Context: an optimization exercise on an open-source flow, tuned for small area, a short achievable clock period and few clock cycles. The choices shown serve that exercise and are no tape-out recipe. Function was checked by simulation only, so behaviour that the tests miss may differ from the original.

<file path="constraint.sdc">
create_clock -name core_clock -period 9.0 [get_ports {clk}]
set_input_delay 1.8000 -clock core_clock [delete_from_list [all_inputs] [get_ports {clk}]]
set_output_delay 1.8000 -clock core_clock [all_outputs]
set_load 0.01 [all_outputs]
</file>
<file path="config.mk">
export PLATFORM = sky130hd
export DESIGN_NAME = sa_tile
export DESIGN_NICKNAME = sa_tile
export VERILOG_FILES = /design/flow/design.v
export SDC_FILE = /design/flow/constraint.sdc
export NUM_CORES = 4
export LEC_CHECK = 0
export CAP_MARGIN = 20
export CORE_MARGIN = 2
export CORE_UTILIZATION = 40
export SLEW_MARGIN = 20
</file>
<file path="run.sh">
#!/bin/bash
# synth_recipe.tcl (not shown) runs the flow's synth.tcl, then flattens the netlist and writes it again
# the make line also repeats each setting of config.mk as NAME=value (left out here)
make -C /OpenROAD-flow-scripts/flow DESIGN_CONFIG=/design/flow/config.mk WORK_HOME=/design/flow/orfs CLKGATE_MAP_FILE= SYNTH_SCRIPT=/design/flow/synth_recipe.tcl finish
</file>
<file path="design.v">
package sa_pkg;
    typedef enum logic [1:0] {
        IDLE  = 2'd0,
        FEED  = 2'd1,
        FLUSH = 2'd2,
        DRAIN = 2'd3
    } sa_state_t;
    localparam int DEF_WIDTH = 8;
    localparam int DEF_ACC   = 32;
    localparam int DEF_N     = 4;
    localparam int DEF_KW    = 16;
endpackage
module sa_pe_clr (
    input  logic        clk,
    input  logic        job_go,
    input  logic        v,
    input  logic        init_lo15,
    input  logic [14:0] init_hi,
    input  logic [7:0]  a,
    input  logic [3:0]  neg,
    input  logic [3:0]  one,
    input  logic [3:0]  two,
    output logic [30:0] acc
);
    logic        first;         
    logic [15:0] lo;
    logic [14:0] hi;
    logic        cy;
    logic [15:0] lo_m;
    logic        nv;
    logic [3:0]  ns;
    logic [7:0]  pp0, pp1, pp2, pp3;
    logic [8:0]  ax;
    logic [16:0] x, y;
    logic [8:0]    tl;
    logic [8:0] th;
    logic        k0, k0_m;
    logic s1, c2, s3, c4, s5, c6, s7, c8, s9, c10, s11, c12, s13, c14, s15, c16, s17, c18, s19, c20, s21, c22, s23, c24, s25, c26, s27, c28, s29, c30, s31, c32, s33, c34, s35, c36, s37, c38, s39, c40, s41, c42, s43, c44, s45, c46, s47, c48, s49, c50, s51, c52, s53, c54, s55, c56, s57, c58, s59, c60, s61, c62, s63, c64, s65, c66, s67, c68, s69, c70, s71, c72, s73, c74, s75, c76, s77, c78, s79, c80, s81, c82;
    assign ax = {a, 1'b0};
    assign nv = ~v;
    assign lo_m = first ? {init_lo15, 15'd0} : lo;
    assign k0_m = ~first & k0;
    for (genvar m = 0; m < 8; m++) begin : g_pp
        assign pp0[m] = ((one[0] & ax[m+1]) | (two[0] & ax[m])) ^ neg[0];
        assign pp1[m] = ((one[1] & ax[m+1]) | (two[1] & ax[m])) ^ neg[1];
        assign pp2[m] = ((one[2] & ax[m+1]) | (two[2] & ax[m])) ^ neg[2];
        assign pp3[m] = ((one[3] & ax[m+1]) | (two[3] & ax[m])) ^ neg[3];
    end
    for (genvar k = 0; k < 4; k++) begin : g_ns
        assign ns[k] = ~(((one[k] | two[k]) & a[7]) ^ neg[k]);
    end
    assign s1 = pp0[4] ^ pp1[2];
    assign c2 = pp0[4] & pp1[2];
    assign s3 = pp0[5] ^ pp1[3];
    assign c4 = pp0[5] & pp1[3];
    assign s5 = pp0[6] ^ pp1[4] ^ pp2[2];
    assign c6 = (pp0[6] & pp1[4]) | (pp0[6] & pp2[2]) | (pp1[4] & pp2[2]);
    assign s7 = pp3[0] ^ neg[3];
    assign c8 = pp3[0] & neg[3];
    assign s9 = pp0[7] ^ pp1[5] ^ pp2[3];
    assign c10 = (pp0[7] & pp1[5]) | (pp0[7] & pp2[3]) | (pp1[5] & pp2[3]);
    assign s11 = pp3[1] ^ lo_m[7];
    assign c12 = pp3[1] & lo_m[7];
    assign s13 = ns[0] ^ pp1[6] ^ pp2[4];
    assign c14 = (ns[0] & pp1[6]) | (ns[0] & pp2[4]) | (pp1[6] & pp2[4]);
    assign s15 = pp3[2] ^ lo_m[8] ^ ~k0_m;
    assign c16 = (pp3[2] & lo_m[8]) | (pp3[2] & ~k0_m) | (lo_m[8] & ~k0_m);
    assign s17 = pp1[7] ^ pp2[5] ^ pp3[3];
    assign c18 = (pp1[7] & pp2[5]) | (pp1[7] & pp3[3]) | (pp2[5] & pp3[3]);
    assign s19 = lo_m[9] ^ ~k0_m;
    assign c20 = lo_m[9] & ~k0_m;
    assign s21 = ns[1] ^ pp2[6] ^ pp3[4];
    assign c22 = (ns[1] & pp2[6]) | (ns[1] & pp3[4]) | (pp2[6] & pp3[4]);
    assign s23 = lo_m[10] ^ k0_m;
    assign c24 = lo_m[10] & k0_m;
    assign s25 = pp2[7] ^ pp3[5] ^ lo_m[11];
    assign c26 = (pp2[7] & pp3[5]) | (pp2[7] & lo_m[11]) | (pp3[5] & lo_m[11]);
    assign s27 = pp0[2] ^ pp1[0];
    assign c28 = pp0[2] & pp1[0];
    assign s29 = pp0[3] ^ pp1[1];
    assign c30 = pp0[3] & pp1[1];
    assign s31 = pp2[0] ^ neg[2] ^ lo_m[4];
    assign c32 = (pp2[0] & neg[2]) | (pp2[0] & lo_m[4]) | (neg[2] & lo_m[4]);
    assign s33 = c2 ^ pp2[1] ^ lo_m[5];
    assign c34 = (c2 & pp2[1]) | (c2 & lo_m[5]) | (pp2[1] & lo_m[5]);
    assign s35 = c4 ^ lo_m[6] ^ s5;
    assign c36 = (c4 & lo_m[6]) | (c4 & s5) | (lo_m[6] & s5);
    assign s37 = c6 ^ c8 ^ s9;
    assign c38 = (c6 & c8) | (c6 & s9) | (c8 & s9);
    assign s39 = c10 ^ c12 ^ s13;
    assign c40 = (c10 & c12) | (c10 & s13) | (c12 & s13);
    assign s41 = c14 ^ c16 ^ s17;
    assign c42 = (c14 & c16) | (c14 & s17) | (c16 & s17);
    assign s43 = c18 ^ c20 ^ s21;
    assign c44 = (c18 & c20) | (c18 & s21) | (c20 & s21);
    assign s45 = c22 ^ c24 ^ 1'b1;
    assign c46 = (c22 & c24) | (c22 & 1'b1) | (c24 & 1'b1);
    assign s47 = c26 ^ ns[2] ^ pp3[6];
    assign c48 = (c26 & ns[2]) | (c26 & pp3[6]) | (ns[2] & pp3[6]);
    assign s49 = pp3[7] ^ lo_m[13];
    assign c50 = pp3[7] & lo_m[13];
    assign s51 = pp0[0] ^ neg[0];
    assign c52 = pp0[0] & neg[0];
    assign s53 = pp0[1] ^ lo_m[1];
    assign c54 = pp0[1] & lo_m[1];
    assign s55 = neg[1] ^ lo_m[2] ^ s27;
    assign c56 = (neg[1] & lo_m[2]) | (neg[1] & s27) | (lo_m[2] & s27);
    assign s57 = c28 ^ lo_m[3] ^ s29;
    assign c58 = (c28 & lo_m[3]) | (c28 & s29) | (lo_m[3] & s29);
    assign s59 = c30 ^ s1 ^ s31;
    assign c60 = (c30 & s1) | (c30 & s31) | (s1 & s31);
    assign s61 = c32 ^ s3 ^ s33;
    assign c62 = (c32 & s3) | (c32 & s33) | (s3 & s33);
    assign s63 = c34 ^ s7 ^ s35;
    assign c64 = (c34 & s7) | (c34 & s35) | (s7 & s35);
    assign s65 = c36 ^ s11 ^ s37;
    assign c66 = (c36 & s11) | (c36 & s37) | (s11 & s37);
    assign s67 = c38 ^ s15 ^ s39;
    assign c68 = (c38 & s15) | (c38 & s39) | (s15 & s39);
    assign s69 = c40 ^ s19 ^ s41;
    assign c70 = (c40 & s19) | (c40 & s41) | (s19 & s41);
    assign s71 = c42 ^ s23 ^ s43;
    assign c72 = (c42 & s23) | (c42 & s43) | (s23 & s43);
    assign s73 = c44 ^ s25 ^ s45;
    assign c74 = (c44 & s25) | (c44 & s45) | (s25 & s45);
    assign s75 = c46 ^ lo_m[12] ^ s47;
    assign c76 = (c46 & lo_m[12]) | (c46 & s47) | (lo_m[12] & s47);
    assign s77 = c48 ^ 1'b1 ^ s49;
    assign c78 = (c48 & 1'b1) | (c48 & s49) | (1'b1 & s49);
    assign s79 = c50 ^ ns[3] ^ lo_m[14];
    assign c80 = (c50 & ns[3]) | (c50 & lo_m[14]) | (ns[3] & lo_m[14]);
    assign s81 = lo_m[15] ^ nv;
    assign c82 = lo_m[15] & nv;
    assign x = {c82, c80, c78, c76, c74, c72, c70, c68, c66, c64, c62, c60, c58, c56, c54, c52, lo_m[0]};
    assign y = {nv, s81, s79, s77, s75, s73, s71, s69, s67, s65, s63, s61, s59, s57, s55, s53, s51};
    assign tl = {1'b0, x[7:0]} + {1'b0, y[7:0]};
    assign th = x[16:8] + y[16:8];
    always_ff @(posedge clk) begin
        first <= job_go | (first & ~v);
        lo <= {th[7:0], tl[7:0]};
        k0 <= tl[8];
        cy <= th[8];
        hi <= first ? init_hi : hi + {14'd0, cy};
    end
    assign acc = {hi, lo};
endmodule
module sa_tile (
    input  logic          clk,
    input  logic          rst_n,
    input  logic          start,
    input  logic [15:0]   k_len,
    input  logic          in_valid,
    output logic          in_ready,
    input  logic [31:0]   a_in,
    input  logic [31:0]   b_in,
    output logic          out_valid,
    input  logic          out_ready,
    output logic [1:0]    out_row,
    output logic [127:0]  out_data,
    output logic          busy,
    output logic          done
);
    logic        feed, wait1, wait2, wait3, drain;
    logic [15:0] rem;           
    logic        rem_is1;       
    logic        v0;            
    logic [3:0]  row_oh;
    logic [3:0]  sel [4];       
    logic [15:0] rem_m1;
    logic        fire, job_go, last_take;
    assign fire      = feed & in_valid;
    assign job_go    = ~busy & start & (k_len != 16'd0);
    assign last_take = drain & out_ready & row_oh[3];
    always_ff @(posedge clk or negedge rst_n) begin
        if (!rst_n) begin
            feed    <= 1'b0;
            wait1   <= 1'b0;
            wait2   <= 1'b0;
            wait3   <= 1'b0;
            drain   <= 1'b0;
            busy    <= 1'b0;
            done    <= 1'b0;
            rem     <= 16'd0;
            rem_is1 <= 1'b0;
            v0      <= 1'b0;
            row_oh  <= 4'b0001;
            out_row <= 2'd0;
        end else begin
            done   <= last_take;
            v0     <= fire;
            wait1  <= fire & rem_is1;
            wait2  <= wait1;
            wait3  <= wait2;
            if (job_go) begin
                feed    <= 1'b1;
                busy    <= 1'b1;
                rem     <= k_len;
                rem_is1 <= (k_len == 16'd1);
            end else if (fire) begin
                rem     <= rem_m1;
                rem_is1 <= (rem_m1 == 16'd1);
                if (rem_is1) feed <= 1'b0;
            end
            if (wait3) drain <= 1'b1;
            if (drain & out_ready) begin
                row_oh  <= {row_oh[2:0], row_oh[3]};
                out_row <= out_row + 2'd1;
                if (row_oh[3]) begin
                    drain <= 1'b0;
                    busy  <= 1'b0;
                end
            end
        end
    end
    assign rem_m1    = rem - 16'd1;
    always_ff @(posedge clk) begin
        for (int j = 0; j < 4; j++) begin
            if (job_go)                  sel[j] <= 4'b0001;
            else if (drain & out_ready)  sel[j] <= {sel[j][2:0], sel[j][3]};
        end
    end
    assign in_ready  = feed;
    assign out_valid = drain;
    logic [15:0] k_reg, nk;
    always_ff @(posedge clk) begin
        if (job_go) k_reg <= k_len;
    end
    assign nk = 16'd0 - k_reg;
    logic [31:0] a_r, a_rn;
    logic [3:0]  neg_r [4], one_r [4], two_r [4];
    logic [3:0]  neg_rn [4], one_rn [4], two_rn [4];
    always_ff @(posedge clk) begin
        a_r  <= a_in;
        a_rn <= ~a_in;
        for (int j = 0; j < 4; j++) begin
            for (int k = 0; k < 4; k++) begin
                logic b2, b1, b0, dn, d1, d2;
                b2 = b_in[8*j + 2*k + 1];
                b1 = b_in[8*j + 2*k];
                b0 = (k == 0) ? 1'b0 : b_in[8*j + 2*k - 1];
                dn = fire & b2;
                d1 = fire & (b1 ^ b0);
                d2 = fire & ((b2 & ~b1 & ~b0) | (~b2 & b1 & b0));
                neg_r[j][k]  <= dn;
                one_r[j][k]  <= d1;
                two_r[j][k]  <= d2;
                neg_rn[j][k] <= ~dn;
                one_rn[j][k] <= ~d1;
                two_rn[j][k] <= ~d2;
            end
        end
    end
    logic [30:0] acc [4][4];
    for (genvar i = 0; i < 4; i++) begin : g_row
        for (genvar j = 0; j < 4; j++) begin : g_col
            sa_pe_clr u_pe (
                .clk       (clk),
                .job_go    (job_go),
                .v         (v0),
                .init_lo15 (nk[0]),
                .init_hi   (nk[15:1]),
                .a         ((j < 2) ? a_r[8*i +: 8] : ~a_rn[8*i +: 8]),
                .neg       ((i < 2) ? neg_r[j] : ~neg_rn[j]),
                .one       ((i < 2) ? one_r[j] : ~one_rn[j]),
                .two       ((i < 2) ? two_r[j] : ~two_rn[j]),
                .acc       (acc[i][j])
            );
        end
    end
    always_comb begin
        for (int j = 0; j < 4; j++) begin
            logic [30:0] r;
            r = ({31{sel[j][0]}} & acc[0][j]) |
                ({31{sel[j][1]}} & acc[1][j]) |
                ({31{sel[j][2]}} & acc[2][j]) |
                ({31{sel[j][3]}} & acc[3][j]);
            out_data[32*j +: 32] = {r[30], r};
        end
    end
endmodule
</file>
==> results of run 1 <==
cell usage after synthesis, drive strengths merged, types with 18 or more instances:
cell type and number:
inv 764, dfxtp 720, xnor2 633, ha 507
nand2 461, fa 448, clkbuf 389, xor2 388
nor2 368, a22oi 360, o22ai 336, a21oi 248
nor2b 233, o21ai 160, nand2b 100, nand3 90
a21o 74, nor3 72, buf 58, mux2 41
o21a 37, nand4 34, mux2i 33, dfrtp 30
and3 28, or2 27, o41a 19, o41ai 18
metrics by stage:
| step | setup slack, ns | area [um2] | utilization | instances |
|---|---|---|---|---|
| 3_3_place_gp | 3.94 | 64600 | 0.426 | 8683 |
| 3_5_place_dp | 3.87 | 64600 | 0.426 | 8683 |
| 6_report | 3.85 | 67900 | 0.448 | 8863 |
| 4_1_cts | 3.86 | 67900 | 0.448 | 8857 |
| 5_1_grt | 3.58 | 67900 | 0.448 | 8857 |
| 2_1_floorplan | 4.27 | 60900 | - | 6810 |
cell type report:
type / count / area (um2) / share of cell area
clock inverter: 49 / 644 / 0.00949
inverter: 772 / 2900 / 0.0427
multi-input combinational: 4824 / 40700 / 0.600
sequential: 767 / 15700 / 0.231
clock buffer: 125 / 2670 / 0.0393
tap: 2030 / 2540 / 0.0374
antenna: 6 / 15.0 / 0.000221
timing repair buffer: 290 / 2720 / 0.0401
per-layer routing:
layer  up-vias  track usage  wire (um)
li1      22400            -          -
met1     22800        0.330      81700
met2      1581        0.352      79400
met3       269       0.0384      14200
met4        12       0.0850       6350
met5         -            0         69
worst max-delay path by stage:
stage	startpoint	to	depth (start not counted)
6_report	neg_rn[1][0]$_DFF_P_	g_row[2].g_col[1].u_pe.cy$_DFF_P_	14
5_1_grt	neg_rn[1][0]$_DFF_P_	g_row[2].g_col[1].u_pe.cy$_DFF_P_	14
4_1_cts	neg_rn[1][0]$_DFF_P_	g_row[2].g_col[1].u_pe.cy$_DFF_P_	14
3_5_place_dp	neg_rn[1][0]$_DFF_P_	g_row[2].g_col[1].u_pe.cy$_DFF_P_	14
3_3_place_gp	neg_r[2][1]$_DFF_P_	g_row[0].g_col[2].u_pe.cy$_DFF_P_	15
2_1_floorplan	neg_r[2][1]$_DFF_P_	g_row[0].g_col[2].u_pe.cy$_DFF_P_	17
critical path, stage by stage, from the launching register on:
cell and delay, ns:
dfxtp_1 0.82, clkinv_1 0.48, xnor2_1 0.32, fa_1 0.48, fa_1 0.55, inv_1 0.05
fa_1 0.47, ha_1 0.23, fa_1 0.47, a21o_1 0.19, a21oi_1 0.24, nor2b_1 0.08
o21a_1 0.18, o41a_1 0.33, xor2_1 0.16
logic make-up (layout without fill, tap and decap cells):
| family | after synthesis | after routing |
|---|---|---|
| DFF | 767 | 767 |
| xor gates and xnor gates | 1021 | 1021 |
| and+or+nand+nor | 1479 | 1479 |
| muxes | 74 | 74 |
| buffers and inverters | 1219 | 1236 |
| adders and majority gates | 955 | 955 |
| other | 0 | 6 |
| AOI/OAI and AO/OA | 1295 | 1295 |
==> results_dict.tcl, run 1 <==
set metrics [dict create \
    ys_warn_count 17 \
    synth_fa_ha_area_frac 0.252 \
    grt_start_max_net_pins 56 \
    layout_common_cells "754 x inv_1, 718 x dfxtp_1, 628 x xnor2_1" \
    synth_cell_type_count 62 \
    nets 7789 \
    cts_buffer_depth 3 \
    hold_violations 0 \
    top_regs "g_row.g_col.u_pe.lo x256, g_row.g_col.u_pe.hi x240" \
    routed_via_density 5.31 \
    die_x_um 394 \
    synth_compound_area_frac 0.138 \
    fill_cells 14500 \
    yosys-mux-area-fraction 0.0130 \
    final_common_cell "inv_1" \
    max_freq_mhz 194 \
    hold_buffers 0 \
    synth_top_family_by_area "adder cells" \
    holdPathStages 0 \
    numCtsBuffers 94 \
    htree_levels 3 \
    synthSimpleGateAreaFrac 0.117 \
    wirelength_um 182000 \
    io_pins 219 \
    syn_inst 6810 \
    crit_arrival_ns 5.76 \
    clkLatencyLatePin_ns 0.72 \
    antenna_found_initial 13 \
    ys.flop_type "dfxtp_1" \
    cts_setup_buffers 0 \
    synth_area_um2 60900 \
    firstDrtPassIters 6 \
    die-area_um2 155000 \
    synth_seq_area_share 0.258 \
    tns_ns 0 \
    largest_reg_flops 256 \
    vias 47000 \
    drc 0 \
    tritoncts "done" \
    synth-xor-area-share 0.147 \
    crit_path_end_kind "flop" \
    antenna_left 0 \
    grt_pass1_vias 46900 \
    ys_top_cells_by_area "dfxtp_1 24%, fa_1 15%, ha_1 10%" \
    async_flop_share 0.0404 \
    reg2reg_from "neg_rn[1][0]$_DFF_P_" \
    rsz0062_at_grt "false" \
    worstHoldStart "wait1$_DFF_PN0_" \
    syn_nets 7850 \
    globalplace.congestion 0.898 \
    holdWs_ns 0.351 \
    die_h_um 394 \
    worstSetupPathType "reg2reg" \
    areaGrowthSynthToFinish_pct 11.6 \
    clkTransAtPathRegs_ns 0.07 \
    ctsResizeCount 0 \
    regMostFlops "g_row.g_col.u_pe.lo" \
    drt_iter0_drc 4073 \
    cts_sinks 767 \
    cp.required_ns 9.61 \
    synth.avg_cell_area_um2 8.94 \
    r2r_end "g_row[2].g_col[1].u_pe.cy$_DFF_P_" \
    finalSetupViolations 0 \
    yosysTopAreaCellShare 0.237 \
    io_buffer_count 218 \
    hold_end "wait2$_DFF_PN0_" \
    hp-class "reg2reg" \
    slew_headroom 0.238 \
    drv_cap 0 \
    post-route-period-util 0.572 \
    start_kind "flop" \
    synth_top_area_cell "dfxtp_1" \
    ys_ff_latch 767 \
    grt_remaining_overflow 0 \
    drv_slew 0 \
    outcome "complete, no violations" \
    worstMarginPinSlew_ns 1.14 \
    start_util 0.402 \
    path_max_fanout 15 \
    reg2regPathDepth 14 \
    grt_use_total 0.232 \
    reg2reg_slack_ns 3.85 \
    clock_skew_ns 0.0346 \
    hpwlAfterDp_um 137000 \
    synth_edf_count 16 \
    fin_crit_ns 5.15 \
    wl_per_cell_um 20.5 \
    grt_pass1_wl_um 282000 \
    rows 143 \
    root_buffer "clkbuf_16" \
    drive_gt1_frac 0.0502 \
    core_um2 152000 \
]
Testbench counts, summed over its fixed seeds: cycles 17,871.
==> inputs of run 2 (changes only) <==
--- a/design.v
+++ b/design.v
@@ -226,27 +226,21 @@
         if (job_go) k_reg <= k_len;
     end
     assign nk = 16'd0 - k_reg;
-    logic [31:0] a_r, a_rn;
-    logic [3:0]  neg_r [4], one_r [4], two_r [4];
-    logic [3:0]  neg_rn [4], one_rn [4], two_rn [4];
-    always_ff @(posedge clk) begin
-        a_r  <= a_in;
-        a_rn <= ~a_in;
+    logic [31:0] a_r;
+    logic [3:0]  neg_r [4];
+    logic [3:0]  one_r [4];
+    logic [3:0]  two_r [4];
+    always_ff @(posedge clk) begin
+        a_r <= a_in;
         for (int j = 0; j < 4; j++) begin
             for (int k = 0; k < 4; k++) begin
-                logic b2, b1, b0, dn, d1, d2;
+                logic b2, b1, b0;
                 b2 = b_in[8*j + 2*k + 1];
                 b1 = b_in[8*j + 2*k];
                 b0 = (k == 0) ? 1'b0 : b_in[8*j + 2*k - 1];
-                dn = fire & b2;
-                d1 = fire & (b1 ^ b0);
-                d2 = fire & ((b2 & ~b1 & ~b0) | (~b2 & b1 & b0));
-                neg_r[j][k]  <= dn;
-                one_r[j][k]  <= d1;
-                two_r[j][k]  <= d2;
-                neg_rn[j][k] <= ~dn;
-                one_rn[j][k] <= ~d1;
-                two_rn[j][k] <= ~d2;
+                neg_r[j][k] <= fire & b2;
+                one_r[j][k] <= fire & (b1 ^ b0);
+                two_r[j][k] <= fire & ((b2 & ~b1 & ~b0) | (~b2 & b1 & b0));
             end
         end
     end
@@ -259,10 +253,10 @@
                 .v         (v0),
                 .init_lo15 (nk[0]),
                 .init_hi   (nk[15:1]),
-                .a         ((j < 2) ? a_r[8*i +: 8] : ~a_rn[8*i +: 8]),
-                .neg       ((i < 2) ? neg_r[j] : ~neg_rn[j]),
-                .one       ((i < 2) ? one_r[j] : ~one_rn[j]),
-                .two       ((i < 2) ? two_r[j] : ~two_rn[j]),
+                .a         (a_r[8*i +: 8]),
+                .neg       (neg_r[j]),
+                .one       (one_r[j]),
+                .two       (two_r[j]),
                 .acc       (acc[i][j])
             );
         end
--- a/config.mk
+++ b/config.mk
@@ -7,5 +7,7 @@
 export LEC_CHECK = 0
 export CAP_MARGIN = 20
 export CORE_MARGIN = 2
-export CORE_UTILIZATION = 40
+export CORE_UTILIZATION = 60
+export PLACE_DENSITY = 0.68
+export SETUP_SLACK_MARGIN = 4.7
 export SLEW_MARGIN = 20
==> run 2 against run 1 <==
Net effect: flip-flop and latch count down 80; maximum frequency up 20%; critical endpoint is now out_data[38]; non-clock buffer count up 171; global-route usage up 12 points.
==> results_dict.tcl, run 2 <==
set metrics [dict create \
    path_max_fanout 33 \
    drc 0 \
    grt_pass1_wl_um 279000 \
    io_buffer_count 218 \
    clock_skew_ns 0.0326 \
    wirelength_um 192000 \
    clkTransAtPathRegs_ns 0.06 \
    reg2reg_from "a_r[4]$_DFF_P_" \
    largest_reg_flops 256 \
    synth_edf_count 16 \
    synth.avg_cell_area_um2 8.92 \
    rsz0062_at_grt "true" \
    async_flop_share 0.0451 \
    die-area_um2 101000 \
    tritoncts "done" \
    clkLatencyLatePin_ns 0.69 \
    grt_remaining_overflow 0 \
    synth_cell_type_count 58 \
    placed_cells_incl_taps 7805 \
    worstMarginPinSlew_ns 1.03 \
    regMostFlops "g_row.g_col.u_pe.lo" \
    crit_path_end_kind "primary output" \
    layout_common_cells "662 x inv_1, 652 x a22oi_1, 639 x nand2_1, 639 x xnor2_1, 574 x dfxtp_1" \
    drt_iter0_drc 5140 \
    finalSetupViolations 0 \
    hold_buffers 0 \
    final_cells 8066 \
    ys_top_cells_by_area "dfxtp_1 22%, fa_1 15%, ha_1 11%" \
    worstHoldStart "wait2$_DFF_PN0_" \
    ys_ff_latch 687 \
    max_freq_mhz 232 \
    die_x_um 318 \
    grt_pass1_vias 47600 \
    drive_gt1_frac 0.102 \
    top_regs "g_row.g_col.u_pe.lo x256, g_row.g_col.u_pe.hi x240, a_r x32" \
    antenna_left 0 \
    die_h_um 318 \
    ys_warn_count 11 \
    io_pins 219 \
    multiInputGateArea_um2 41500 \
    root_buffer "clkbuf_16" \
    start_kind "flop" \
    numCtsBuffers 83 \
    final_common_cell "inv_1" \
    synth_area_um2 59000 \
    firstDrtPassIters 6 \
    vias 49100 \
    seqCellArea_um2 14200 \
    slew_headroom 0.313 \
    fill_cells 7626 \
    yosysTopAreaCellShare 0.217 \
    syn_nets 7655 \
    hpwlAfterDp_um 120000 \
    routed_via_density 6.09 \
    globalplace.congestion 0.890 \
    synth_top_area_cell "dfxtp_1" \
    grt_start_max_net_pins 56 \
    synth_seq_area_share 0.239 \
    worstSetupPathType "reg2out" \
    yosys-top-cells-count "697 x a22oi_1, 667 x inv_1, 658 x xnor2_1" \
    rows 115 \
    nets 7757 \
    holdWs_ns 0.356 \
    core_um2 97800 \
    cts_sinks 687 \
    antenna_found_initial 1 \
    hold_violations 0 \
    cp-startpoint "sel[1][0]$_SDFFE_PP1P_" \
    grt_use_total 0.354 \
    tns_ns 0 \
    syn_inst 6612 \
    outcome "complete, no violations" \
    fin_crit_ns 4.30 \
    crit_arrival_ns 2.50 \
    cts_buffer_depth 3 \
    cp.required_ns 7.20 \
    htree_levels 3 \
    ys.flop_type "dfxtp_1" \
    wl_per_cell_um 23.8 \
    yosysMostFrequentCell "a22oi_1" \
    post-route-period-util 0.478 \
    hp-class "reg2reg" \
    drv_cap 0 \
    drv_slew 0 \
    areaGrowthSynthToFinish_pct 16.3 \
    start_util 0.603 \
]
## run 2: cell types whose count changed in the layout (fill, tap and decap cells not counted), sizes merged, moves of 96 or more
cell    change
o21ai     +116
nand2b     -98
nand2     +179
a22oi     +337
buf       +123
o22ai     -335
inv        -96
## run 2: path summary, 6_finish.rpt
kind                       cells after the start                                 to  slack [ns]
min in group asynchronous                      2                 rem[3]$_DFFE_PN0P_        1.54
max reg2reg                                   16  g_row[0].g_col[3].u_pe.cy$_DFF_P_        4.74
min reg2reg                                    0                    wait3$_DFF_PN0_        0.36
max in group asynchronous                      2              row_oh[0]$_DFFE_PN1P_        7.11
max                                            4                       out_data[38]        4.70
min                                            0                    wait3$_DFF_PN0_        0.36
## run 2: area by class of cell
| class | count | share of cell area |
|---|---|---|
| multi-input cells | 4801 | 0.605 |
| diodes | 1 | 0.0000365 |
| well taps | 1287 | 0.0235 |
| clock buffers | 121 | 0.0359 |
| repair buffers | 461 | 0.0853 |
| clock inverters | 28 | 0.00494 |
| flip-flops and latches | 687 | 0.208 |
| inverters | 680 | 0.0381 |
## run 2: stage by stage
stage               cell area [um2]   util  worst slack [ns]
finish                        68600  0.701              4.70
floorplan                     59100      -              4.62
global placement              62100  0.635              3.57
detailed placement            62100  0.635              3.45
global route                  68600  0.701              4.57
CTS                           66600  0.681              4.65
## run 2: timing repair
action | CTS | global route
endpoints found under the setup margin | 152 | 52
setup buffers | 27 | 40
cloned | 14 | 30
pin swaps | 9 | 90
gates resized for setup | 262 | 245
## run 2: kinds of logic (layout without fill, tap and decap cells)
logic type	count (synthesis)	in the layout	synth area share
xor+xnor	1031	1031	0.154
simple gates	1418	1418	0.110
mux	105	105	0.0186
compound gates	1289	1289	0.146
flops	687	687	0.239
fa+ha+maj	958	958	0.260
buf+inv	1124	1290	0.0731
other cells	0	1	0
## run 2: worst max-delay path: stages, from the launching register on
cell             delay [ns]
dfxtp_1                0.30
buf_4                  0.41
a22oi_1                0.25
nand2_1                0.25
clkdlybuf4s50_1        0.60
## run 2: metal layers
| metal | track usage | wire [um] | vias to the layer above |
|---|---|---|---|
| li1 | - | - | 22200 |
| met1 | 0.476 | 76200 | 23800 |
| met2 | 0.554 | 83700 | 2470 |
| met3 | 0.0729 | 20800 | 604 |
| met4 | 0.154 | 11300 | 2 |
| met5 | 0 | 68 | - |
Testbench counts of run 2, summed over its fixed seeds: cycles 17,871.
==> inputs of run 3 (changes only) <==
==> flow/run.sh (new file) <==
#!/bin/bash
# Standard layout, with plain buffers (buf_2) as the port buffers instead of
# the resizer's default pick. make's full output goes to flow_make.log.
set -euo pipefail
bash standard.sh "BUFFER_PORTS_ARGS=-buffer_cell sky130_fd_sc_hd__buf_2" finish > flow_make.log 2>&1
==> standard.sh (new file) <==
#!/bin/bash
# synth_recipe.tcl (not shown) runs the flow's synth.tcl, then flattens the netlist and writes it again
# the make line also repeats each setting of config.mk as NAME=value (left out here)
make -C /OpenROAD-flow-scripts/flow DESIGN_CONFIG=/design/flow/config.mk WORK_HOME=/design/flow/orfs CLKGATE_MAP_FILE= SYNTH_SCRIPT=/design/flow/synth_recipe.tcl "${@:-finish}"
--- a/config.mk
+++ b/config.mk
@@ -9,5 +9,5 @@
 export CORE_MARGIN = 2
 export CORE_UTILIZATION = 60
 export PLACE_DENSITY = 0.68
-export SETUP_SLACK_MARGIN = 4.7
+export SETUP_SLACK_MARGIN = 5
 export SLEW_MARGIN = 20
removed: run.sh
==> run 3 against run 2 <==
Net effect: wire length is 4.6% higher; synthesized cell count is the same; via count is 3.1% higher; largest cell class unchanged; die area unchanged; highest routed layer unchanged; critical path depth up 11; clock-buffer cell count decreased by 4; first-iteration DRC count up 1.2%; utilization rose by 1.8 points; global-route usage rose by 2.8 points.
==> results_dict.tcl, run 3 <==
set metrics [dict create \
    outcome "complete, no violations" \
    synth_area_um2 59000 \
    crit_path_end_kind "flop" \
    vias 50700 \
    grt_start_max_net_pins 56 \
    crit_path_max_incr_delay_ns 0.52 \
    final_cells 8237 \
    ys_warn_count 11 \
    fill_cells 7322 \
    globalplace.congestion 0.895 \
    top_regs "g_row.g_col.u_pe.lo x256, g_row.g_col.u_pe.hi x240, a_r x32" \
    ys_top_cells_by_area "dfxtp_1 22%, fa_1 15%, ha_1 11%" \
    worstSetupPathType "reg2reg" \
    clkTransAtPathRegs_ns 0.06 \
    core_um2 97800 \
    drv_cap 0 \
    nets 7922 \
    tritoncts "done" \
    numCtsBuffers 83 \
    synth_seq_area_share 0.239 \
    hpwlAfterDp_um 119000 \
    path_max_fanout 4 \
    ys.flop_type "dfxtp_1" \
    post-route-util 0.720 \
    yosysTopAreaCellShare 0.217 \
    routed_via_density 6.15 \
    drc 0 \
    antenna_left 0 \
    firstDrtPassIters 6 \
    holdPathStages 0 \
    yosys-top-cells-count "697 x a22oi_1, 667 x inv_1, 658 x xnor2_1" \
    grt_pass1_vias 49700 \
    wl_per_cell_um 24.4 \
    htree_levels 3 \
    syn_nets 7655 \
    synth_top_area_cell "dfxtp_1" \
    crit_chain "buf_16 -> buf_4 -> a22oi_2 -> xor2_1 -> fa_1 -> fa_1 -> inv_1 -> fa_1 -> ha_4 -> fa_2 -> a21o_1 -> a21oi_2 -> o21ai_2 -> o41ai_2 -> xnor2_1" \
    grt_use_total 0.382 \
    regMostFlops "g_row.g_col.u_pe.lo" \
    drive_gt1_frac 0.186 \
    post-place-ws_ns 3.98 \
    critPathMostFrequentCell "fa_1" \
    ys_ff_latch 687 \
    io_buffer_count 218 \
    holdWs_ns 0.350 \
    fin_crit_ns 4.19 \
    grt_remaining_overflow 0 \
    placed_cells_incl_taps 7805 \
    worstHoldStart "wait1$_DFF_PN0_" \
    reg2regPathDepth 15 \
    rsz0062_at_grt "true" \
    start_kind "flop" \
    tns_ns 0 \
    synth.avg_cell_area_um2 8.92 \
    layout_common_cells "640 x nand2_1, 635 x inv_1, 621 x xnor2_1" \
    reg2reg_from "a_r[20]$_DFF_P_" \
    die_x_um 318 \
    finalSetupViolations 0 \
    async_flop_share 0.0451 \
    io_pins 219 \
    clock_skew_ns 0.0318 \
    reg2reg_slack_ns 4.81 \
    root_buffer "clkbuf_16" \
    final_design_area_no_fill_um2 70400 \
    crit_arrival_ns 4.74 \
    largest_reg_flops 256 \
    worstMarginPinSlew_ns 1.05 \
    die_h_um 318 \
    r2r_end "g_row[2].g_col[0].u_pe.cy$_DFF_P_" \
    synth_cell_type_count 58 \
    hold_end "wait2$_DFF_PN0_" \
    cp.required_ns 9.55 \
    post-route-period-util 0.466 \
    clkLatencyLatePin_ns 0.68 \
    setup_ws_ns 4.81 \
    antenna_found_initial 15 \
    grt_pass1_wl_um 297000 \
    placed_cell_area_um2 61400 \
    max_freq_mhz 239 \
    hp-class "reg2reg" \
    wirelength_um 201000 \
    slew_headroom 0.296 \
    hold_buffers 0 \
    cts_buffer_depth 3 \
    synth_edf_count 16 \
    yosysMostFrequentCell "a22oi_1" \
    die-area_um2 101000 \
    final_common_cell "nand2_1" \
    drt_iter0_drc 5204 \
    areaGrowthSynthToFinish_pct 19.4 \
    rows 115 \
    syn_inst 6612 \
    cts_sinks 687 \
    hold_violations 0 \
    crit_slowest_cell "fa_1" \
    drv_slew 0 \
    start_util 0.603 \
]
==> run 3: changes by cell type in the layout (fill, tap and decap cells not counted), sizes merged, moves of 8 or more <==
cell	change
diode	+8
buf	+388
clkdlybuf4s50	-218
clkbuf	-27
clkinv	+10
bufbuf	+18
==> run 3: worst max path at each step <==
stage,startpoint,end,cells past startpoint
4_1_cts,a_r[19]$_DFF_P_,g_row[2].g_col[2].u_pe.cy$_DFF_P_,15
3_3_place_gp,neg_r[1][1]$_DFF_P_,g_row[0].g_col[1].u_pe.cy$_DFF_P_,16
2_1_floorplan,one_r[1][1]$_DFF_P_,g_row[0].g_col[1].u_pe.cy$_DFF_P_,17
5_1_grt,a_r[11]$_DFF_P_,g_row[1].g_col[1].u_pe.cy$_DFF_P_,17
6_report,a_r[20]$_DFF_P_,g_row[2].g_col[0].u_pe.cy$_DFF_P_,15
3_5_place_dp,neg_r[3][1]$_DFF_P_,g_row[0].g_col[3].u_pe.cy$_DFF_P_,16
==> run 3: cell type report <==
type | count | area, um2 | share of cell area
repair buffers | 626 | 6670 | 0.0946
inverters | 680 | 2650 | 0.0376
diodes | 9 | 22.5 | 0.000320
well taps | 1287 | 1610 | 0.0229
clock inverters | 30 | 318 | 0.00451
flip-flops and latches | 687 | 14300 | 0.203
multi-input cells | 4801 | 42500 | 0.604
clock buffers | 117 | 2350 | 0.0334
==> run 3: metal layers <==
layer	track usage	up-vias	wire [um]
met5	0	-	90
met4	0.215	14	13500
met3	0.0932	717	23500
met2	0.585	2756	87400
met1	0.496	24600	76500
li1	-	22600	-
==> run 3: critical path: cells and delay by family (launching register included) <==
kind / cells / cell delay, ns
fa+ha+maj: 5 / 2.05
compound gates: 5 / 0.90
buf+inv: 3 / 0.40
flops: 1 / 0.39
xor+xnor: 2 / 0.31
==> run 3: kinds of logic (layout without fill, tap and decap cells) <==
| kind of cell | count (synthesis) | count (layout) | synth area share |
|---|---|---|---|
| compound gates | 1289 | 1289 | 0.146 |
| mux | 105 | 105 | 0.0186 |
| other cells | 0 | 9 | 0 |
| xor+xnor | 1031 | 1031 | 0.154 |
| simple gates | 1418 | 1418 | 0.110 |
| fa+ha+maj | 958 | 958 | 0.260 |
| buf+inv | 1124 | 1453 | 0.0731 |
| flops | 687 | 687 | 0.239 |
==> run 3: repair_timing <==
item                       in CTS  in global routing
setup endpoints to repair     155                 62
gates resized for setup       443                274
pin swaps                     157                271
gates cloned                   44                  8
setup buffers                 144                 80

-- port drivers added, routing unchanged --
In the flow no input, the clock included, has a driving cell. The finished layouts below were timed again as built, in two steps. Step 1, drivers: a clkbuf_16 drives clk and a buf_2 each remaining input, both assumed. Step 2 also shifts input and output timing later by t, the mid clock arrival at the registers, as if the neighbouring blocks saw the same clock. Three values: ideal ports, drivers, drivers and shift; two values: the first two.
run | t, ns | slack for setup (ns) | worst setup path after step 2 | latest minus earliest clock arrival (ns) | slew at the worst register clock pin (ns)
run 1 | 0.784 | 3.848 / 3.848 / 3.848 | register to register | 0.039 / 0.038 | 0.07 / 0.07
run 2 | 0.746 | 4.698 / 4.621 / 4.370 | input to register | 0.034 / 0.034 | 0.06 / 0.06
run 3 | 0.742 | 4.808 / 4.808 / 4.609 | input to register | 0.034 / 0.034 | 0.07 / 0.07
After both steps every run listed still meets setup and hold. The setup slack of run 2, which loses most, moves by -0.077 ns with the drivers and by -0.328 ns with both steps.
